This is an optimization exercise on Yosys and OpenROAD, whose aim is small area and a short achievable clock period, not a production implementation. The RTL was checked by simulation tests, not by an equivalence proof against the original design. Power figures rest on the tool's default switching activity, not on a simulated workload.

==> design/flow/design.v <==
module fsms_core (
    input  logic        i_clk,
    input  logic        i_rst_n,
    input  logic        i_accept,
    input  logic        i_operation,
    input  logic [9:0]  i_distance_cm,
    input  logic [31:0] i_now_tick,
    input  logic [1:0]  i_random_pick,
    input  logic [9:0]  i_detect_limit,
    input  logic [9:0]  i_stop_limit,
    input  logic [9:0]  i_detect_next,
    input  logic [9:0]  i_stop_next,
    input  logic [15:0] i_patrol_period,
    input  logic [15:0] i_fan_max,
    input  logic [15:0] i_pause_len,
    input  logic [15:0] i_turn_len,
    input  logic [7:0]  i_right_sector,
    input  logic [7:0]  i_left_sector,
    output logic [7:0]  o_servo_angle,
    output logic [2:0]  o_motion,
    output logic        o_fan_on,
    output logic [2:0]  o_mode,
    output logic        o_fire_seen,
    output logic        o_fire_near
);
    localparam logic [2:0] MODE_PATROL   = 3'd0;
    localparam logic [2:0] MODE_PAUSE    = 3'd1;
    localparam logic [2:0] MODE_TURN     = 3'd2;
    localparam logic [2:0] MODE_APPROACH = 3'd3;
    localparam logic [2:0] MODE_FAN      = 3'd4;
    localparam logic [2:0] MOT_STOP     = 3'd0;
    localparam logic [2:0] MOT_SPIN_L   = 3'd3;
    localparam logic [2:0] MOT_SPIN_R   = 3'd4;
    localparam logic [2:0] MOT_APPROACH = 3'd5;
    function automatic logic ge32(input logic [31:0] a, input logic [31:0] b);
        logic [31:0] g, p;
        g = a & ~b;
        p = a | ~b;
        for (int s = 1; s < 32; s = s * 2) begin
            for (int i = 0; i < 32; i = i + 2 * s) begin
                g[i] = g[i+s] | (p[i+s] & g[i]);
                p[i] = p[i+s] & p[i];
            end
        end
        ge32 = g[0] | p[0];
    endfunction
    function automatic logic cout32(input logic [31:0] a, input logic [31:0] b);
        logic [31:0] g, p;
        g = a & b;
        p = a | b;
        g[0] = a[0] | b[0];
        for (int s = 1; s < 32; s = s * 2) begin
            for (int i = 0; i < 32; i = i + 2 * s) begin
                g[i] = g[i+s] | (p[i+s] & g[i]);
                p[i] = p[i+s] & p[i];
            end
        end
        cout32 = g[0];
    endfunction
    logic [2:0]  r_mode;
    logic [2:0]  r_pm;       
    logic        r_aux;      
    logic        r_scan;     
    logic        r_up;       
    logic [6:0]  r_ang;      
    logic [9:0]  r_range;
    logic        r_pdl_set;  
    logic [31:0] r_pdl;      
    logic [31:0] r_tmr;      
    logic is_ctrl;
    assign is_ctrl = i_operation;
    logic r_sel_patrol, r_sel_pause, r_sel_fan;
    logic m_patrol, m_pause, m_turn, m_appr, m_fan;
    assign m_patrol = (r_mode == MODE_PATROL);
    assign m_pause  = (r_mode == MODE_PAUSE);
    assign m_turn   = (r_mode == MODE_TURN);
    assign m_appr   = (r_mode == MODE_APPROACH);
    assign m_fan    = (r_mode == MODE_FAN);
    logic       r_lost, r_far;
    logic       lost, far;
    logic [9:0] n_range;
    assign lost    = r_lost;
    assign far     = r_far;
    assign n_range = !i_rst_n ? 10'd999 : ((i_accept && !is_ctrl) ? i_distance_cm : r_range);
    always_ff @(posedge i_clk) begin
        r_range <= n_range;
        r_lost  <= !ge32({22'd0, i_detect_next}, {22'd0, n_range});
        r_far   <= !ge32({22'd0, i_stop_next}, {22'd0, n_range});
    end
    logic [31:0] t_ref, now;
    logic [15:0] t_len;
    logic        ge_lo, ge_31, due, tdone;
    assign now   = i_now_tick;
    assign t_ref = r_sel_patrol ? r_pdl : r_tmr;
    assign ge_lo = ge32({16'd0, now[15:0]}, {16'd0, t_ref[15:0]});
    assign ge_31 = ge32({1'b0, now[30:16], 16'd0}, {1'b0, t_ref[30:16], 16'd0}) &&
                   (ge_lo || (now[30:16] != t_ref[30:16]));
    assign due   = (m_patrol && !r_pdl_set) ? !now[31] : !(now[31] ^ t_ref[31] ^ !ge_31);
    logic [15:0] hi_eq, hi_p;
    logic        eq0, eq1, hi_nz, s_hi, lo_ge;
    logic [15:0] csa_s;
    logic [16:0] csa_c;
    assign hi_eq = ~(now[31:16] ^ t_ref[31:16]);
    assign hi_p  = now[31:16] | ~t_ref[31:16];
    assign eq0   = &hi_eq;
    assign eq1   = !hi_eq[0] && (hi_eq[15:1] == hi_p[14:0]);
    assign hi_nz = ge_lo ? !eq0 : !eq1;
    assign t_len = r_sel_fan ? i_fan_max : i_pause_len;
    assign csa_s = now[15:0] ^ r_tmr[15:0] ^ t_len;
    assign csa_c = {(now[15:0] & ~r_tmr[15:0]) | (now[15:0] & ~t_len) | (~r_tmr[15:0] & ~t_len), 1'b1};
    assign s_hi  = cout32({csa_s, 16'd0}, {csa_c[15:0], 16'hFFFF});
    assign lo_ge = ge_lo ? (csa_c[16] && s_hi) : (csa_c[16] || s_hi);
    assign tdone = hi_nz || lo_ge;
    logic [15:0] a_len;
    logic [16:0] sum_lo;
    logic [15:0] sum_hi;
    logic [31:0] sum;
    assign a_len  = (r_sel_patrol && lost) ? i_patrol_period : (r_sel_pause ? i_turn_len : 16'd0);
    assign sum_lo = {1'b0, now[15:0]} + {1'b0, a_len};
    logic [15:0] pre1;
    always_comb begin
        logic [15:0] t;
        t = now[31:16];
        for (int s = 1; s < 16; s = s * 2) begin
            for (int i = 15; i >= s; i--) t[i] = t[i] & t[i-s];
        end
        pre1 = {t[14:0], 1'b1};
    end
    assign sum_hi = now[31:16] ^ (pre1 & {16{sum_lo[16]}});
    assign sum = {sum_hi, sum_lo[15:0]};
    logic [7:0] angle;
    assign angle = {r_ang, 1'b0};
    logic right_of, left_of;
    assign right_of = !ge32({24'd0, angle}, {24'd0, i_right_sector});
    assign left_of  = !ge32({24'd0, i_left_sector}, {24'd0, angle});
    logic [2:0] n_mode;
    logic       n_aux;
    logic       ld_pm, ld_pdl, ld_tmr;
    always_comb begin
        n_mode = r_mode;
        n_aux  = r_aux;
        ld_pm  = 1'b0;
        ld_pdl = 1'b0;
        ld_tmr = 1'b0;
        case (r_mode)
            MODE_PATROL: begin
                if (lost) begin
                    n_aux = 1'b1;
                    if (due) begin
                        ld_pm  = 1'b1;
                        ld_pdl = 1'b1;
                    end
                end else begin
                    n_mode = MODE_PAUSE;
                    n_aux  = 1'b0;
                    ld_tmr = 1'b1;
                end
            end
            MODE_PAUSE: begin
                n_aux = 1'b0;
                if (lost) begin
                    n_mode = MODE_PATROL;
                end else if (tdone) begin
                    if (right_of || left_of) begin
                        n_mode = MODE_TURN;
                        n_aux  = !right_of;
                        ld_tmr = 1'b1;
                    end else begin
                        n_mode = MODE_APPROACH;
                    end
                end
            end
            MODE_TURN: begin
                if (lost) begin
                    n_mode = MODE_PATROL;
                    n_aux  = 1'b0;
                end else if (due) begin
                    n_mode = MODE_APPROACH;
                    n_aux  = 1'b0;
                end
            end
            MODE_APPROACH: begin
                n_aux = 1'b0;
                if (lost) begin
                    n_mode = MODE_PATROL;
                end else if (far) begin
                    n_aux = 1'b1;
                end else begin
                    n_mode = MODE_FAN;
                    ld_tmr = 1'b1;
                end
            end
            default: begin
                n_aux = 1'b0;
                if (tdone || lost) n_mode = MODE_PATROL;
            end
        endcase
    end
    logic       scan, h90;
    logic [6:0] n_ang;
    logic       n_up;
    assign scan = m_patrol && r_scan;
    assign h90  = m_fan || (m_appr && r_aux);
    always_comb begin
        n_ang = r_ang;
        n_up  = r_up;
        if (scan) begin
            if (r_up) begin
                if (r_ang >= 7'd85) begin
                    n_ang = 7'd90;
                    n_up  = 1'b0;
                end else begin
                    n_ang = r_ang + 7'd5;
                end
            end else begin
                if (r_ang <= 7'd5) begin
                    n_ang = 7'd0;
                    n_up  = 1'b1;
                end else begin
                    n_ang = r_ang - 7'd5;
                end
            end
        end else if (h90) begin
            n_ang = 7'd45;
        end
    end
    always_ff @(posedge i_clk) begin
        if (!i_rst_n) begin
            r_mode    <= MODE_PATROL;
            r_sel_patrol <= 1'b1;
            r_sel_pause  <= 1'b0;
            r_sel_fan    <= 1'b0;
            r_pm      <= MOT_STOP;
            r_aux     <= 1'b0;
            r_scan    <= 1'b1;
            r_up      <= 1'b1;
            r_ang     <= 7'd0;
            r_pdl_set <= 1'b0;
        end else if (i_accept) begin
            if (is_ctrl) begin
                r_mode <= n_mode;
                r_sel_patrol <= (n_mode == MODE_PATROL);
                r_sel_pause  <= (n_mode == MODE_PAUSE);
                r_sel_fan    <= (n_mode == MODE_FAN);
                r_aux  <= n_aux;
                r_scan <= !(m_pause || m_turn);
                if (ld_pm) r_pm <= {1'b0, i_random_pick} + 3'd1;
                if (ld_pdl) r_pdl_set <= 1'b1;
            end else begin
                r_ang   <= n_ang;
                r_up    <= n_up;
            end
        end
    end
    always_ff @(posedge i_clk) begin
        if (i_rst_n && i_accept && is_ctrl && ld_pdl) r_pdl <= sum;
        if (i_rst_n && i_accept && is_ctrl && ld_tmr) r_tmr <= sum;
    end
    always_comb begin
        o_motion = MOT_STOP;
        case (r_mode)
            MODE_PATROL:   o_motion = r_aux ? r_pm : MOT_STOP;
            MODE_TURN:     o_motion = r_aux ? MOT_SPIN_L : MOT_SPIN_R;
            MODE_APPROACH: o_motion = r_aux ? MOT_APPROACH : MOT_STOP;
            default:       o_motion = MOT_STOP;
        endcase
    end
    assign o_servo_angle = angle;
    assign o_fan_on      = m_fan;
    assign o_mode        = r_mode;
    assign o_fire_seen   = is_ctrl ? !lost : ge32({22'd0, i_detect_limit}, {22'd0, i_distance_cm});
    assign o_fire_near   = is_ctrl ? !far  : ge32({22'd0, i_stop_limit}, {22'd0, i_distance_cm});
endmodule
module fire_seek_mode_sequencer (
    input  logic        i_clk,
    input  logic        i_rst_n,
    input  logic        i_in_valid,
    output logic        i_in_ready,
    input  logic        i_in_operation,
    input  logic [9:0]  i_in_distance_cm,
    input  logic [31:0] i_in_now_tick,
    input  logic [1:0]  i_in_random_pick,
    input  logic        i_cfg_valid,
    output logic        i_cfg_ready,
    input  logic [2:0]  i_cfg_index,
    input  logic [15:0] i_cfg_data,
    output logic        o_out_valid,
    input  logic        o_out_ready,
    output logic [7:0]  o_out_servo_angle,
    output logic [2:0]  o_out_motion,
    output logic        o_out_fan_on,
    output logic [2:0]  o_out_mode,
    output logic        o_out_fire_seen,
    output logic        o_out_fire_near
);
    localparam logic [2:0] CFG_DETECT_LIMIT  = 3'd0;
    localparam logic [2:0] CFG_STOP_LIMIT    = 3'd1;
    localparam logic [2:0] CFG_PATROL_PERIOD = 3'd2;
    localparam logic [2:0] CFG_FAN_MAX       = 3'd3;
    localparam logic [2:0] CFG_PAUSE         = 3'd4;
    localparam logic [2:0] CFG_TURN          = 3'd5;
    localparam logic [2:0] CFG_RIGHT_SECTOR  = 3'd6;
    localparam logic [2:0] CFG_LEFT_SECTOR   = 3'd7;
    logic [9:0]  r_detect_limit;
    logic [9:0]  r_stop_limit;
    logic [15:0] r_patrol_period;
    logic [15:0] r_fan_max;
    logic [15:0] r_pause_len;
    logic [15:0] r_turn_len;
    logic [7:0]  r_right_sector;
    logic [7:0]  r_left_sector;
    logic        res_fire_seen;
    logic        res_fire_near;
    logic        r_out_fire_seen;
    logic        r_out_fire_near;
    logic        r_out_valid;
    logic        in_acc;
    assign i_in_ready = !r_out_valid || o_out_ready;
    assign in_acc     = i_in_valid && i_in_ready;
    assign i_cfg_ready = 1'b1;
    logic        cfg_we_any;
    logic [15:0] d_z, d_o;
    logic [7:0]  cfg_we;
    assign cfg_we_any = !i_rst_n || i_cfg_valid;
    assign d_z = i_cfg_data & {16{i_rst_n}};
    assign d_o = i_cfg_data | {16{!i_rst_n}};
    always_comb begin
        for (int k = 0; k < 8; k++) cfg_we[k] = !i_rst_n || (i_cfg_valid && i_cfg_index == 3'(k));
    end
    function automatic logic [15:0] rv_sel(input logic [15:0] rv, input logic [15:0] z,
                                           input logic [15:0] o);
        rv_sel = (rv & o) | (~rv & z);
    endfunction
    logic [15:0] w_detect, w_stop, w_right, w_left;
    logic [9:0]  n_detect, n_stop;
    assign n_detect = cfg_we[CFG_DETECT_LIMIT] ? w_detect[9:0] : r_detect_limit;
    assign n_stop   = cfg_we[CFG_STOP_LIMIT] ? w_stop[9:0] : r_stop_limit;
    assign w_detect = rv_sel(16'd300, d_z, d_o);
    assign w_stop   = rv_sel(16'd50, d_z, d_o);
    assign w_right  = rv_sel(16'd60, d_z, d_o);
    assign w_left   = rv_sel(16'd120, d_z, d_o);
    always_ff @(posedge i_clk) begin
        r_detect_limit <= n_detect;
        r_stop_limit   <= n_stop;
        if (cfg_we[CFG_PATROL_PERIOD]) r_patrol_period <= rv_sel(16'd3000, d_z, d_o);
        if (cfg_we[CFG_FAN_MAX])       r_fan_max       <= rv_sel(16'd5000, d_z, d_o);
        if (cfg_we[CFG_PAUSE])         r_pause_len     <= rv_sel(16'd300, d_z, d_o);
        if (cfg_we[CFG_TURN])          r_turn_len      <= rv_sel(16'd1308, d_z, d_o);
        if (cfg_we[CFG_RIGHT_SECTOR])  r_right_sector  <= w_right[7:0];
        if (cfg_we[CFG_LEFT_SECTOR])   r_left_sector   <= w_left[7:0];
    end
    fsms_core u_core (
        .i_clk           (i_clk),
        .i_rst_n         (i_rst_n),
        .i_accept        (in_acc),
        .i_operation     (i_in_operation),
        .i_distance_cm   (i_in_distance_cm),
        .i_now_tick      (i_in_now_tick),
        .i_random_pick   (i_in_random_pick),
        .i_detect_limit  (r_detect_limit),
        .i_stop_limit    (r_stop_limit),
        .i_detect_next   (n_detect),
        .i_stop_next     (n_stop),
        .i_patrol_period (r_patrol_period),
        .i_fan_max       (r_fan_max),
        .i_pause_len     (r_pause_len),
        .i_turn_len      (r_turn_len),
        .i_right_sector  (r_right_sector),
        .i_left_sector   (r_left_sector),
        .o_servo_angle   (o_out_servo_angle),
        .o_motion        (o_out_motion),
        .o_fan_on        (o_out_fan_on),
        .o_mode          (o_out_mode),
        .o_fire_seen     (res_fire_seen),
        .o_fire_near     (res_fire_near)
    );
    always_ff @(posedge i_clk) begin
        if (!i_rst_n) begin
            r_out_valid <= 1'b0;
        end else if (in_acc) begin
            r_out_valid <= 1'b1;
        end else if (o_out_ready) begin
            r_out_valid <= 1'b0;
        end
    end
    always_ff @(posedge i_clk) begin
        if (in_acc) begin
            r_out_fire_seen <= res_fire_seen;
            r_out_fire_near <= res_fire_near;
        end
    end
    assign o_out_valid     = r_out_valid;
    assign o_out_fire_seen = r_out_fire_seen;
    assign o_out_fire_near = r_out_fire_near;
endmodule
==> design/flow/flow/run.sh <==
#!/bin/bash
# Standard layout flow, except that the port buffers are plain buf_1 cells (which the
# resizer may upsize) instead of the default clkdlybuf4s50_1 delay buffers.
set -euo pipefail
# the standard synthesis, unchanged
bash standard.sh synth > synth.log 2>&1
# floorplan to final layout
bash standard.sh BUFFER_PORTS_ARGS="-buffer_cell sky130_fd_sc_hd__buf_1" finish > layout.log 2>&1
==> design/flow/standard.sh <==
#!/bin/bash
# synth_recipe.tcl (not shown) runs the flow's synth.tcl, then flattens the netlist and writes it again
# the make line also repeats each setting of config.mk as NAME=value (left out here)
make -C /OpenROAD-flow-scripts/flow DESIGN_CONFIG=/design/flow/config.mk WORK_HOME=/design/flow/orfs CLKGATE_MAP_FILE= SYNTH_SCRIPT=/design/flow/synth_recipe.tcl "${@:-finish}"
==> design/flow/config.mk <==
export PLATFORM = sky130hd
export DESIGN_NAME = fire_seek_mode_sequencer
export DESIGN_NICKNAME = fire_seek_mode_sequencer
export VERILOG_FILES = /design/flow/design.v
export SDC_FILE = /design/flow/constraint.sdc
export NUM_CORES = 4
export LEC_CHECK = 0
export CAP_MARGIN = 20
export CORE_MARGIN = 2
export CORE_UTILIZATION = 40
export SETUP_SLACK_MARGIN = 2.2
export SLEW_MARGIN = 20
export SYNTH_HIERARCHICAL = 1
export TNS_END_PERCENT = 5
==> design/flow/constraint.sdc <==
create_clock -name core_clock -period 6.0 [get_ports {i_clk}]
set_input_delay 1.2000 -clock core_clock [delete_from_list [all_inputs] [get_ports {i_clk}]]
set_output_delay 1.2000 -clock core_clock [all_outputs]
set_load 0.01 [all_outputs]
==> results.sh, run 1 <==
export IMPL_dr_pass1_iters=5
export IMPL_syn_inst=1116
export IMPL_end_kind="register"
export IMPL_htree_levels=4
export IMPL_rsz0062_at_grt="yes"
export IMPL_clk_pin_slew_ns=0.07
export IMPL_r2r_cells=13
export IMPL_via_per_inst=5.31
export IMPL_cts_buffers=17
export IMPL_grt_pass1_vias=8386
export IMPL_initial_core_util_pct=40.5
export IMPL_required_ns=6.21
export IMPL_clock_fmax_ghz=0.261
export IMPL_synth_area_um2=11600
export IMPL_setup_violations_final=0
export IMPL_vias=8562
export IMPL_avgSynthCellArea_um2=10.4
export IMPL_pwr_density_cell_nw_per_um2=243
export IMPL_fin_crit_sh_pct=63.8
export IMPL_tns_ns=0
export IMPL_min_period_ns=3.83
export IMPL_die_w_um=175
export IMPL_hold_slack_ns=0.467
export IMPL_cp_data_arrival_time_ns=4.04
export IMPL_max_clock_path_buffers=2
export IMPL_hold_violations=0
export IMPL_dieArea_um2=30500
export IMPL_cts_tree="yes"
export IMPL_worstSetupStartpoint="i_in_now_tick[12]"
export IMPL_grt_start_max_net_pins=67
export IMPL_wl_um=28500
export IMPL_worstHoldStart="u_core.r_pm[2]"
export IMPL_drcViolationCount=0
export IMPL_numPortBuffers=86
export IMPL_num_nets_final=1353
export IMPL_ys_warn_count=8
export IMPL_overflow=0
export IMPL_core_um2=28700
export IMPL_worstSetupPathType="primary input to register"
export IMPL_r2r_slack_ns=2.18
export IMPL_worstReg2RegEnd="u_core.r_tmr[16]"
export IMPL_status="finished clean"
export IMPL_cts_root_buf="clkbuf_16"
export IMPL_hold_end="u_core.r_pm[2]"
export IMPL_crit_fanout=7
export IMPL_drtIter0Drc=690
export IMPL_post_place_ws_ns=1.39
export IMPL_worstHoldPathCells=2
export IMPL_skew_ns=0.0102
export IMPL_antenna_found_initial=1
export IMPL_track_usage_pct=18.8
export IMPL_area_growth_pct=15.5
export IMPL_place_detailed_hpwl_um=20500
export IMPL_worstReg2RegStart="u_core.r_sel_fan"
export IMPL_rows=62
export IMPL_final_fill_count=2724
export IMPL_worst_slew_pin_slew_ns=1.09
export IMPL_avgRoutedWirePerCell_um=17.7
export IMPL_die_h_um=175
export IMPL_max_slew_margin_rel_pct=26.7
export IMPL_dp_cells=1557
export IMPL_drv_cap=0
export IMPL_stdcell_count=1613
export IMPL_insertion_delay_ns=0.44
export IMPL_slew_viol_final=0
export IMPL_layout_setup_ws_ns=2.17
export IMPL_postSynthNetCount=1253
export IMPL_gp_congestion=0.849
export IMPL_cp_start_kind="primary input"
export IMPL_p_leak_nw=5.25
export IMPL_clock_sinks=198
export IMPL_layout_drive_gt1_share_pct=12.0
export IMPL_n_antenna_cell=0
export IMPL_grt_pass1_wl_um=44700
export IMPL_hold_buffers=0
export IMPL_ant_nets=0
export IMPL_ir_drop_mv=0.145
export IMPL_holdCritPathClass="register to register"
export IMPL_pin_count=89
where the power goes:
part           switching (mW)  leakage [nW]  internal [mW]
clock                   0.553         0.281          0.551
combinational           0.334          3.16          0.230
sequential             0.0309          1.81           1.56
total                   0.918          5.25           2.35
worst max path at each step:
stage / end / slack [ns] / depth (start not counted)
3_5_place_dp: u_core.r_tmr[13] / 1.39 / 12
3_3_place_gp: u_core.r_tmr[13] / 1.46 / 12
5_1_grt: u_core.r_tmr[19] / 2.09 / 13
2_1_floorplan: u_core.r_tmr[0] / 2.10 / 11
6_report: u_core.r_tmr[16] / 2.17 / 13
4_1_cts: u_core.r_tmr[30] / 2.08 / 12
state kept, by name, summed over array words and instances, names as in the netlist, 10 cells and up:
signal and flops:
u_core.r_pdl 32, u_core.r_tmr 32, r_fan_max 16, r_patrol_period 16
r_pause_len 16, r_turn_len 16, r_detect_limit 10, r_stop_limit 10
u_core.r_range 10
routing by layer:
| layer | track usage (%) | wire, µm | vias to the layer above |
|---|---|---|---|
| met5 | 0 | 16 | - |
| met4 | 5.31 | 496 | 2 |
| met3 | 3.05 | 1280 | 32 |
| met2 | 31.3 | 13600 | 216 |
| met1 | 25.3 | 13100 | 4081 |
| li1 | - | - | 4231 |
critical path, cell delays in order:
cell and delay (ns):
buf_12 0.09, inv_2 0.03, fa_1 0.58, a222oi_1 0.13
nand3_1 0.12, nand3_1 0.09, a221o_1 0.39, nor4_2 0.20
or4b_4 0.53, nand3_4 0.09, a21oi_4 0.09, o211a_4 0.33
clkbuf_16 0.17
per-stage QoR:
step	total power [mW]	utilization [%]	instance area, µm²
after CTS	3.27	45.9	13200
after detailed placement	2.16	43.1	12400
final	3.26	46.8	13400
after global routing	3.41	46.8	13400
after floorplan	2.00	-	11700
after global placement	2.15	43.1	12400
final cells by class:
cell class / instances / area [µm²] / area share, %
clock inverter: 14 / 136 / 1.01
multi-input combinational: 772 / 5790 / 43.1
clock buffer: 18 / 429 / 3.19
sequential: 198 / 5420 / 40.4
inverter: 108 / 415 / 3.09
timing repair buffer: 119 / 758 / 5.64
tap: 384 / 480 / 3.58
cell usage in the layout (no fill, tap or decap), types with 8 or more instances in the layout:
cell type,n
mux2i_1,51
nand3_1,21
o21ai_0,55
nand2_1,110
and3_1,9
fa_1,17
mux2_2,8
nand4_1,9
mux2_4,9
buf_1,74
buf_4,19
ha_1,51
buf_12,10
o211ai_1,9
xor2_1,8
a21oi_1,43
edfxtp_1,145
xnor2_1,40
nor2_1,56
clkbuf_16,18
nor4_1,11
nand2b_1,37
nor2b_1,21
nor3_1,17
dfxtp_1,50
and2_1,10
o31ai_1,10
maj3_1,15
inv_1,100
repair_timing:
action	CTS	global route
setup buffers	10	11
endpoints found under the setup margin	97	96
resized for setup	21	44
pin swaps	2	22
cloned	2	1
==> inputs of run 2 (changes only) <==
--- a/design/flow/config.mk
+++ b/design/flow/config.mk
@@ -10,5 +10,4 @@
 export CORE_UTILIZATION = 40
 export SETUP_SLACK_MARGIN = 2.2
 export SLEW_MARGIN = 20
-export SYNTH_HIERARCHICAL = 1
-export TNS_END_PERCENT = 5
+export TNS_END_PERCENT = 2
==> run 2 against run 1 <==
Against the previous run:
- synthesized cell count decreased by 2.0%
- via count decreased by 0.83%
- area after synthesis is 2.1% lower
- total power rose by 1.8%
- final area decreased by 1.8%
- critical path depth rose by 2
- maximum frequency grew 1.1%
==> results.sh, run 2 <==
export IMPL_synth_area_leaders="edfxtp_1 (38%), dfxtp_1 (9.3%), ha_1 (5.6%)"
export IMPL_avgRoutedWirePerCell_um=17.7
export IMPL_holdCritPathClass="register to register"
export IMPL_dr_pass1_iters=7
export IMPL_yosysMostFrequentCell="edfxtp_1"
export IMPL_top_regs="u_core.r_pdl (32), u_core.r_tmr (32)"
export IMPL_async_flop_share_pct=0
export IMPL_slew_viol_final=0
export IMPL_synth_area_um2=11400
export IMPL_rows=61
export IMPL_worstSetupPathType="primary input to register"
export IMPL_layout_common_cells="edfxtp_1 (145), inv_1 (103), nand2_1 (98), buf_1 (77), nor2_1 (60)"
export IMPL_wl_um=28100
export IMPL_track_usage_pct=18.4
export IMPL_grt_pass1_vias=8199
export IMPL_end_kind="register"
export IMPL_rsz0062_at_grt="yes"
export IMPL_insertion_delay_ns=0.44
export IMPL_via_per_inst=5.35
export IMPL_syn_inst=1094
export IMPL_vias=8491
export IMPL_crit_fanout=8
export IMPL_num_nets_final=1333
export IMPL_cts_buffers=17
export IMPL_fin_crit_sh_pct=63.1
export IMPL_postSynthNetCount=1231
export IMPL_p_total_mw=3.32
export IMPL_hold_slack_ns=0.476
export IMPL_synth_ff_type="edfxtp_1"
export IMPL_ys_seq_area_share_pct=47.5
export IMPL_hold_violations=0
export IMPL_clock_fmax_ghz=0.264
export IMPL_dieArea_um2=29900
export IMPL_cp_data_arrival_time_ns=3.98
export IMPL_p_int_mw=2.39
export IMPL_top_layer="met4"
export IMPL_status="finished clean"
export IMPL_min_period_ns=3.79
export IMPL_r2r_slack_ns=2.27
export IMPL_worst_slew_pin_slew_ns=0.994
export IMPL_overflow=0
export IMPL_wl_met3_um=1260
export IMPL_switching_share_pct=28.1
export IMPL_antenna_found_initial=0
export IMPL_gp_congestion=0.810
export IMPL_core_um2=27900
export IMPL_p_sw_uw=934
export IMPL_r2r_cells=15
export IMPL_required_ns=6.20
export IMPL_pwr_density_cell_nw_per_um2=252
export IMPL_stdcell_area_um2=13200
export IMPL_comb_power_share_pct=18.0
export IMPL_yosysTopAreaCell="edfxtp_1"
export IMPL_synth_commonest_cells="edfxtp_1 (145), inv_1 (105), nand2_1 (98), nor2_1 (61), o21ai_0 (57)"
export IMPL_max_clock_path_buffers=2
export IMPL_worstHoldPathCells=2
export IMPL_clk_pin_slew_ns=0.07
export IMPL_ir_drop_mv=0.138
export IMPL_numPortBuffers=86
export IMPL_cts_tree="yes"
export IMPL_dr_wl_met2_um=13000
export IMPL_pin_count=89
export IMPL_grt_start_max_net_pins=47
export IMPL_place_detailed_hpwl_um=20100
export IMPL_drcViolationCount=0
export IMPL_clock_sinks=198
export IMPL_dp_cells=1528
export IMPL_synth_top_area_share_pct=38.2
export IMPL_drtIter0Drc=493
export IMPL_placed_area_um2=12100
export IMPL_avgSynthCellArea_um2=10.4
export IMPL_final_common_cell="edfxtp_1"
export IMPL_skew_ns=0.0128
export IMPL_p_clk_share_pct=34.1
export IMPL_grt_pass1_wl_um=43500
export IMPL_die_w_um=173
export IMPL_cp_start_kind="primary input"
export IMPL_cts_root_buf="clkbuf_16"
export IMPL_pwr_share_seq_pct=48.0
export IMPL_area_growth_pct=15.8
export IMPL_drv_cap=0
export IMPL_max_slew_margin_rel_pct=33.1
export IMPL_n_antenna_cell=0
export IMPL_setup_violations_final=0
export IMPL_stdcell_count=1587
export IMPL_p_leak_nw=5.05
export IMPL_initial_core_util_pct=40.8
export IMPL_synth_edf_count=145
export IMPL_yosysUniqueCellTypes=90
export IMPL_met1_length_um=13500
export IMPL_die_h_um=173
export IMPL_final_fill_count=2687
export IMPL_tns_ns=0
export IMPL_ant_nets=0
export IMPL_synth_seq_cells=198
export IMPL_htree_levels=4
export IMPL_layout_drive_gt1_share_pct=13.2
export IMPL_ys_warn_count=2
run 2: changes by cell type in the layout (fill, tap and decap cells not counted), moves of 6 or more:
| cell | before | now |
|---|---|---|
| mux2i_1 | 51 | 29 |
| nand2_1 | 110 | 98 |
| nand3_1 | 21 | 33 |
| nor2b_1 | 21 | 9 |
| mux2_2 | 8 | 19 |
| nand2b_1 | 37 | 26 |
| mux2_4 | 9 | 0 |
| maj3_2 | 1 | 9 |
| a21oi_1 | 43 | 50 |
| and2_1 | 10 | 17 |
| buf_12 | 10 | 3 |
| maj3_1 | 15 | 9 |
run 2: layout make-up:
type                       count  area, µm²  area share, %
clock buffer                  17        425           3.22
clock inverter                15        148           1.12
timing repair buffer         119        716           5.42
multi-input combinational    753       5600           42.4
inverter                     107        404           3.06
tap                          378        473           3.58
sequential                   198       5430           41.1
run 2: final timing paths:
path | from | endpoint
worst max-delay path | i_in_now_tick[3] | u_core.r_tmr[9]
worst min-delay path | u_core.r_pm[2] | u_core.r_pm[2]
worst max register to register | u_core.r_sel_fan | u_core.r_tmr[9]
worst min register to register | u_core.r_pm[2] | u_core.r_pm[2]
run 2: logic make-up (layout without fill, tap and decap cells):
group           Yosys count  after routing  synth area share, %
compound gates          236            236                 13.9
xor+xnor                 51             51                 3.92
fa+ha+maj                86             86                 10.3
buf+inv                 146            258                 5.13
flops                   198            198                 47.5
mux                      55             55                 5.19
other cells               2              2               0.0659
simple gates            320            323                 14.0
run 2: power groups by stage:
stage	combinational, mW	sequential (mW)	clock, mW
finish	0.597	1.59	1.13
global route	0.657	1.60	1.20
CTS	0.571	1.59	1.15
detailed placement	0.539	1.63	0
global placement	0.533	1.63	0
floorplan	0.393	1.62	0
run 2: routing by layer:
| metal | GRT usage (%) | vias up |
|---|---|---|
| met5 | 0 | - |
| met4 | 4.17 | 0 |
| met3 | 2.73 | 24 |
| met2 | 29.9 | 223 |
| met1 | 26.0 | 4110 |
| li1 | - | 4134 |
run 2: what timing repair did:
item                                    in CTS  in global routing
buffers inserted                             8                 11
pin swaps                                    3                 19
endpoints found under the setup margin     109                111
resized for setup                           25                 43
gates cloned                                 3                  5
hold buffers                                 0                  0
run 2: worst max-delay path: stages:
cell and delay [ns]:
buf_8 0.08, inv_4 0.03, fa_1 0.57, o22ai_1 0.09, nor4_1 0.29, nor3_1 0.10, nor4_1 0.33, o41ai_2 0.13
and2_4 0.20, o31ai_4 0.31, nor2_1 0.10, nor2_2 0.16, nor3_4 0.05, buf_12 0.16, buf_6 0.16
run 2: through the flow:
step	setup WS (ns)	utilization, %
floorplan	1.92	-
global placement	1.38	43.3
detailed placement	1.24	43.3
CTS	2.12	46.0
global route	2.11	47.2
finish	2.21	47.2
==> inputs of run 3 (changes only) <==
--- a/design/flow/config.mk
+++ b/design/flow/config.mk
@@ -10,4 +10,4 @@
 export CORE_UTILIZATION = 40
 export SETUP_SLACK_MARGIN = 2.2
 export SLEW_MARGIN = 20
-export TNS_END_PERCENT = 2
+export TNS_END_PERCENT = 5
==> run 3 against run 2 <==
Against the previous run:
- synthesized cell count unchanged
- global-route usage decreased by 0.15 points
- routed wire length decreased by 0.47%
- maximum frequency increased by 1.7%
- combinational power decreased by 2%
- area after synthesis unchanged
- worst setup slack improved by 0.063 ns
- core utilization decreased by 0.23 points
- register-to-register slack improved by 0.04 ns
- clock skew increased by 0.0079 ns
- sequential share of layout area increased by 0.18 points
- final cell count decreased by 0.32%
- critical endpoint is now u_core.r_pdl[20]
- highest routed layer unchanged
==> results.sh, run 3 <==
export IMPL_ir_drop_mv=0.133
export IMPL_ant_nets=0
export IMPL_drcViolationCount=0
export IMPL_layout_common_cells="edfxtp_1 (145), inv_1 (103), nand2_1 (98), buf_1 (75), nor2_1 (60)"
export IMPL_stdcell_count=1582
export IMPL_hold_buffers=0
export IMPL_yosysTopAreaCell="edfxtp_1"
export IMPL_avgRoutedWirePerCell_um=17.7
export IMPL_pwr_density_cell_nw_per_um2=254
export IMPL_clock_sinks=198
export IMPL_gp_congestion=0.859
export IMPL_stdcell_area_um2=13100
export IMPL_yosysMostFrequentCell="edfxtp_1"
export IMPL_wl_um=28000
export IMPL_num_nets_final=1327
export IMPL_p_leak_nw=5.02
export IMPL_synth_edf_count=145
export IMPL_post_place_ws_ns=1.32
export IMPL_crit_fanout=10
export IMPL_status="finished clean"
export IMPL_cts_tree="yes"
export IMPL_end_kind="register"
export IMPL_top_regs="u_core.r_pdl (32), u_core.r_tmr (32)"
export IMPL_ys_warn_count=2
export IMPL_die_w_um=173
export IMPL_dp_cells=1530
export IMPL_required_ns=6.16
export IMPL_final_common_cell="edfxtp_1"
export IMPL_avgSynthCellArea_um2=10.4
export IMPL_core_um2=27900
export IMPL_holdCritPathClass="register to register"
export IMPL_synth_xor_area_share_pct=3.92
export IMPL_synth_area_mux_share_pct=5.19
export IMPL_track_usage_pct=18.2
export IMPL_placed_area_um2=12100
export IMPL_synth_area_leaders="edfxtp_1 (38%), dfxtp_1 (9.3%), ha_1 (5.6%)"
export IMPL_p_total_mw=3.33
export IMPL_initial_core_util_pct=40.8
export IMPL_grt_pass1_vias=8132
export IMPL_worstSetupPathType="primary input to register"
export IMPL_via_per_inst=5.29
export IMPL_ys_seq_area_share_pct=47.5
export IMPL_dieArea_um2=29900
export IMPL_drv_cap=0
export IMPL_synth_commonest_cells="edfxtp_1 (145), inv_1 (105), nand2_1 (98), nor2_1 (61), o21ai_0 (57)"
export IMPL_tns_ns=0
export IMPL_rsz0062_at_grt="yes"
export IMPL_grt_busiest_layer="met2"
export IMPL_dr_pass1_iters=5
export IMPL_yosysUniqueCellTypes=90
export IMPL_overflow=0
export IMPL_worst_slew_pin_slew_ns=0.731
export IMPL_grt_util_met1_pct=25.2
export IMPL_synth_seq_cells=198
export IMPL_place_detailed_hpwl_um=20100
export IMPL_synth_ff_type="edfxtp_1"
export IMPL_hold_violations=0
export IMPL_cp_data_arrival_time_ns=3.88
export IMPL_synth_compound_area_share_pct=13.9
export IMPL_max_slew_margin_rel_pct=50.5
export IMPL_setup_violations_final=0
export IMPL_synth_top_area_share_pct=38.2
export IMPL_postSynthNetCount=1231
export IMPL_numPortBuffers=86
export IMPL_vias=8363
export IMPL_skew_ns=0.0207
export IMPL_min_period_ns=3.72
export IMPL_drtIter0Drc=468
export IMPL_final_fill_count=2655
export IMPL_max_clock_path_buffers=2
export IMPL_synth_area_um2=11400
export IMPL_grt_util_met2_pct=30.4
export IMPL_layout_drive_gt1_share_pct=13.3
export IMPL_antenna_found_initial=1
export IMPL_cts_buffers=17
export IMPL_synthAdderAreaFrac_pct=10.3
export IMPL_htree_levels=4
export IMPL_die_h_um=173
export IMPL_grt_start_max_net_pins=36
export IMPL_layout_setup_ws_ns=2.28
export IMPL_synth_top_family_by_area="simple AND/OR/NAND/NOR gates"
export IMPL_cp_start_kind="primary input"
export IMPL_syn_inst=1094
export IMPL_insertion_delay_ns=0.44
export IMPL_fin_crit_sh_pct=62.1
export IMPL_async_flop_share_pct=0
export IMPL_cts_root_buf="clkbuf_16"
export IMPL_rows=61
export IMPL_pin_count=89
export IMPL_clock_fmax_ghz=0.269
export IMPL_clk_pin_slew_ns=0.08
export IMPL_grt_pass1_wl_um=43400
export IMPL_area_growth_pct=15.2
export IMPL_slew_viol_final=0
export IMPL_yosys_area_share_simple_pct=14.0
export IMPL_met3_usage_pct=2.64
==> run 3: cell count changes in the layout (fill, tap and decap cells not counted), sizes merged <==
cell / previous run / this run
nor4: 9 / 8
buf: 110 / 101
clkinv: 8 / 5
diode: 0 / 1
clkbuf: 26 / 30
inv: 112 / 115
==> run 3: through the flow <==
stage | hold slack, ns | utilization, %
global placement | 0.462 | 43.4
finish | 0.474 | 47.0
global route | 0.517 | 47.0
floorplan | 0.436 | -
CTS | 0.481 | 46.0
detailed placement | 0.469 | 43.4
==> run 3: timing repair <==
action                                  4_1_cts  5_1_grt
buffers inserted                              3       10
pin swaps                                     5        9
resized for setup                            15       41
endpoints found under the setup margin      106      108
gates cloned                                  1        5
==> run 3: cells by family (layout without fill, tap and decap cells) <==
kind of cell | after synthesis | in the layout
simple gates | 320 | 322
other cells | 2 | 3
xor+xnor | 51 | 51
compound gates | 236 | 236
flops | 198 | 198
buf+inv | 146 | 253
mux | 55 | 55
fa+ha+maj | 86 | 86
==> run 3: per-layer routing <==
layer | wire, µm | up-vias | share of wire (%)
met5 | 0 | - | 0
met4 | 265 | 0 | 0.95
met3 | 1040 | 19 | 3.7
met2 | 13300 | 199 | 48
met1 | 13400 | 4008 | 48
li1 | - | 4137 | -
==> run 3: final timing paths <==
| kind | start | to | slack, ns | cells past startpoint |
|---|---|---|---|---|
| worst max-delay path | i_in_now_tick[23] | u_core.r_pdl[20] | 2.28 | 11 |
| worst min-delay path | u_core.r_pm[1] | u_core.r_pm[1] | 0.47 | 2 |
| worst min register to register | u_core.r_pm[1] | u_core.r_pm[1] | 0.47 | 2 |
| worst max register to register | u_core.r_sel_patrol | u_core.r_pdl[20] | 2.31 | 12 |
==> run 3: layout make-up <==
type,count,area (µm²),area share [%]
diodes,1,2.50,0.0191
clock buffers,17,425,3.24
clock inverters,15,161,1.23
inverters,107,409,3.12
multi-input cells,752,5580,42.5
flip-flops and latches,198,5430,41.3
well taps,378,473,3.60
repair buffers,114,651,4.96
==> run 3: worst max-delay path, cell delays in order <==
cell and delay [ns]:
buf_1 0.18, inv_1 0.09, ha_1 0.32, nand4_1 0.09, or4_1 0.56, or2_2 0.32
o21ai_2 0.16, xor2_2 0.14, a211oi_4 0.41, and2_4 0.24, buf_12 0.14
==> run 3: report_power, final <==
part / total (mW) / internal, mW / switching (mW)
registers: 1.60 / 1.56 / 0.0308
logic: 0.587 / 0.236 / 0.351
clock network: 1.15 / 0.594 / 0.557
total: 3.33 / 2.39 / 0.940
==> inputs of run 4 (changes only) <==
--- a/design/flow/config.mk
+++ b/design/flow/config.mk
@@ -8,6 +8,6 @@
 export CAP_MARGIN = 20
 export CORE_MARGIN = 2
 export CORE_UTILIZATION = 40
-export SETUP_SLACK_MARGIN = 2.2
+export SETUP_SLACK_MARGIN = 2.0
 export SLEW_MARGIN = 20
 export TNS_END_PERCENT = 5
==> run 4 against run 3 <==
Against the previous run:
- combinational power shrank 2%
- area after synthesis is the same
- sequential share of layout area grew 0.71 points
- routed wire length shrank 2.1%
- clock skew fell by 0.0095 ns
- total power decreased by 1.0%
- register-to-register slack worse by 0.17 ns
- critical path type is now register to register
- count of clock-buffer cells in the layout stayed put
- first-iteration DRC count increased by 0.43%
==> results.sh, run 4 <==
export IMPL_final_fill_count=2707
export IMPL_core_um2=27900
export IMPL_clock_fmax_ghz=0.259
export IMPL_holdCritPathClass="register to register"
export IMPL_crit_fanout=16
export IMPL_post_place_ws_ns=1.24
export IMPL_top_regs="u_core.r_pdl (32), u_core.r_tmr (32)"
export IMPL_wl_um=27400
export IMPL_postSynthNetCount=1231
export IMPL_max_slew_margin_rel_pct=31.5
export IMPL_rsz0062_at_grt="yes"
export IMPL_initial_core_util_pct=40.8
export IMPL_hold_buffers=0
export IMPL_clock_sinks=198
export IMPL_stdcell_count=1576
export IMPL_numPortBuffers=86
export IMPL_synth_edf_count=145
export IMPL_dp_cells=1528
export IMPL_worstReg2RegStart="u_core.r_lost"
export IMPL_dieArea_um2=29900
export IMPL_worstSetupStartpoint="u_core.r_lost"
export IMPL_die_w_um=173
export IMPL_cp_cell_sequence="and2_2 -> buf_12 -> o21ai_0 -> fa_1 -> a21o_1 -> a21oi_2 -> o21bai_1 -> a21o_1 -> a21oi_2 -> o31ai_2 -> a2111oi_4 -> buf_4 -> nor4_4 -> buf_4 -> nand4_1 -> xnor2_1"
export IMPL_num_nets_final=1322
export IMPL_pwr_density_cell_nw_per_um2=256
export IMPL_end_kind="register"
export IMPL_worstReg2RegEnd="u_core.r_tmr[30]"
export IMPL_r2r_cells=16
export IMPL_yosysUniqueCellTypes=90
export IMPL_ir_drop_mv=0.136
export IMPL_hold_violations=0
export IMPL_setup_violations_final=0
export IMPL_drv_cap=0
export IMPL_syn_inst=1094
export IMPL_ys_warn_count=2
export IMPL_yosysTopAreaCell="edfxtp_1"
export IMPL_slew_viol_final=0
export IMPL_layout_drive_gt1_share_pct=10.7
export IMPL_skew_ns=0.0112
export IMPL_synth_top_area_share_pct=38.2
export IMPL_required_ns=6.17
export IMPL_tns_ns=0
export IMPL_worstSetupPathType="register to register"
export IMPL_gp_congestion=0.810
export IMPL_insertion_delay_ns=0.44
export IMPL_cts_buffers=17
export IMPL_synth_area_um2=11400
export IMPL_pin_count=89
export IMPL_place_detailed_hpwl_um=20100
export IMPL_final_common_cell="edfxtp_1"
export IMPL_r2r_slack_ns=2.14
export IMPL_p_leak_nw=4.96
export IMPL_cp_start_kind="register"
export IMPL_max_clock_path_buffers=2
export IMPL_endpoint="u_core.r_tmr[30]"
export IMPL_async_flop_share_pct=0
export IMPL_vias=8370
export IMPL_grt_pass1_wl_um=43000
export IMPL_min_period_ns=3.86
export IMPL_overflow=0
export IMPL_cpMaxStageDelayCell="o31ai_2"
export IMPL_synth_commonest_cells="edfxtp_1 (145), inv_1 (105), nand2_1 (98), nor2_1 (61), o21ai_0 (57)"
export IMPL_htree_levels=4
export IMPL_placed_area_um2=12100
export IMPL_synth_area_leaders="edfxtp_1 (38%), dfxtp_1 (9.3%), ha_1 (5.6%)"
export IMPL_cp_data_arrival_time_ns=4.04
export IMPL_drcViolationCount=0
export IMPL_cts_root_buf="clkbuf_16"
export IMPL_drtIter0Drc=470
export IMPL_layout_common_cells="edfxtp_1 (145), inv_1 (105), nand2_1 (98), buf_1 (85), nor2_1 (60)"
export IMPL_n_antenna_cell=0
export IMPL_clk_pin_slew_ns=0.07
export IMPL_hold_slack_ns=0.478
export IMPL_rows=61
export IMPL_dr_pass1_iters=6
export IMPL_synth_ff_type="edfxtp_1"
export IMPL_worst_slew_pin_slew_ns=1.02
export IMPL_ys_seq_area_share_pct=47.5
export IMPL_status="finished clean"
export IMPL_via_per_inst=5.31
export IMPL_grt_pass1_vias=8115
export IMPL_ant_nets=0
export IMPL_avgSynthCellArea_um2=10.4
export IMPL_yosysMostFrequentCell="edfxtp_1"
export IMPL_layout_setup_ws_ns=2.14
export IMPL_grt_start_max_net_pins=47
export IMPL_stdcell_area_um2=12900
export IMPL_antenna_found_initial=0
export IMPL_cts_tree="yes"
export IMPL_synth_seq_cells=198
export IMPL_track_usage_pct=18.2
export IMPL_fin_crit_sh_pct=64.4
export IMPL_die_h_um=173
export IMPL_area_growth_pct=13.3
export IMPL_slowest_delay_ns=0.43
export IMPL_avgRoutedWirePerCell_um=17.4
==> run 4: cell counts after synthesis <==
No cell type changed its count.
==> run 4: cells by family (layout without fill, tap and decap cells) <==
logic type	count (synthesis)	after routing	synth area share (%)
AND/OR/NAND/NOR	320	321	14.0
AO/OA/AOI/OAI	236	236	13.9
flip-flops	198	198	47.5
buffers and inverters	146	249	5.13
adder cells (fa/ha/maj)	86	86	10.3
multiplexers	55	55	5.19
XOR/XNOR	51	51	3.92
other	2	2	0.0659
==> run 4: layer usage <==
| metal | vias up | global-route usage, % | part of all wire [%] |
|---|---|---|---|
| li1 | 4110 | - | - |
| met1 | 4025 | 25.7 | 47 |
| met2 | 214 | 29.5 | 46 |
| met3 | 21 | 2.73 | 5.1 |
| met4 | 0 | 4.17 | 1.2 |
| met5 | - | 0 | 0 |
==> run 4: area by class of cell <==
class / instances / area (µm²) / area share [%]
Clock buffer: 17 / 425 / 3.29
Sequential cell: 198 / 5430 / 42.0
Timing Repair Buffer: 110 / 542 / 4.20
Inverter: 107 / 402 / 3.11
Clock inverter: 15 / 148 / 1.14
Tap cell: 378 / 473 / 3.66
Multi-Input combinational cell: 751 / 5500 / 42.6
==> run 4: power by group <==
group / internal, mW / total [mW] / switching [mW]
clock: 0.585 / 1.13 / 0.547
sequential: 1.56 / 1.59 / 0.0294
combinational: 0.228 / 0.574 / 0.347
total: 2.38 / 3.30 / 0.923
==> run 4: timing repair <==
| action | in CTS | in global routing |
|---|---|---|
| cloned | 1 | 1 |
| buffers inserted | 5 | 9 |
| resized for setup | 12 | 13 |
| endpoints found under the setup margin | 101 | 100 |
| pin swaps | 2 | 3 |
==> run 4: worst min path at each step <==
stage	from	endpoint	depth (start not counted)
after global routing	u_core.r_pm[2]	u_core.r_pm[2]	2
after global placement	u_core.r_pm[1]	u_core.r_pm[1]	2
after CTS	u_core.r_pm[2]	u_core.r_pm[2]	2
after floorplan	u_core.r_pm[1]	u_core.r_pm[1]	2
after detailed placement	u_core.r_pm[2]	u_core.r_pm[2]	2
final	u_core.r_pm[2]	u_core.r_pm[2]	2
==> run 4: metrics by stage <==
| stage | util [%] | total power, mW |
|---|---|---|
| final | 46.2 | 3.30 |
| after global routing | 46.2 | 3.44 |
| after CTS | 45.7 | 3.31 |
| after detailed placement | 43.3 | 2.17 |
| after global placement | 43.3 | 2.16 |
| after floorplan | - | 2.01 |
==> run 4: critical path: cells and delay by family (launching register included) <==
kind / cells / cell delay, ns
simple gates: 3 / 0.62
xor+xnor: 1 / 0.16
buf+inv: 3 / 0.57
compound gates: 8 / 1.55
flops: 1 / 0.39
fa+ha+maj: 1 / 0.29

[re-timing with driven ports]
How much do the figures lean on ideal ports? The routed layouts below were timed once more, with nothing changed but the port constraints. Step 1 assumes that a clkbuf_16 drives the clock port and a buf_2 every other input. Step 2 moves the port delays by t, midway between the first and last clock arrival at a register: inputs arrive t later, outputs are due t later. That takes back most of the time a late clock gives input paths. Three values: no drivers, after step 1, after step 2; two values: the first two.
run	shift t [ns]	setup slack, ns	latest minus earliest clock arrival (ns)	worst register clock-pin slew, ns
run 1	0.484	2.170 / 2.158 / 1.674	0.011 / 0.011	0.08 / 0.08
run 2	0.481	2.213 / 2.176 / 1.695	0.013 / 0.013	0.08 / 0.08
run 3	0.476	2.277 / 2.289 / 1.813	0.020 / 0.021	0.08 / 0.08
run 4	0.479	2.137 / 2.137 / 1.681	0.011 / 0.011	0.08 / 0.08
After both steps every run listed still meets setup and hold. For run 2, which loses most, drivers alone change the setup slack by -0.037 ns; drivers and shift together by -0.518 ns.
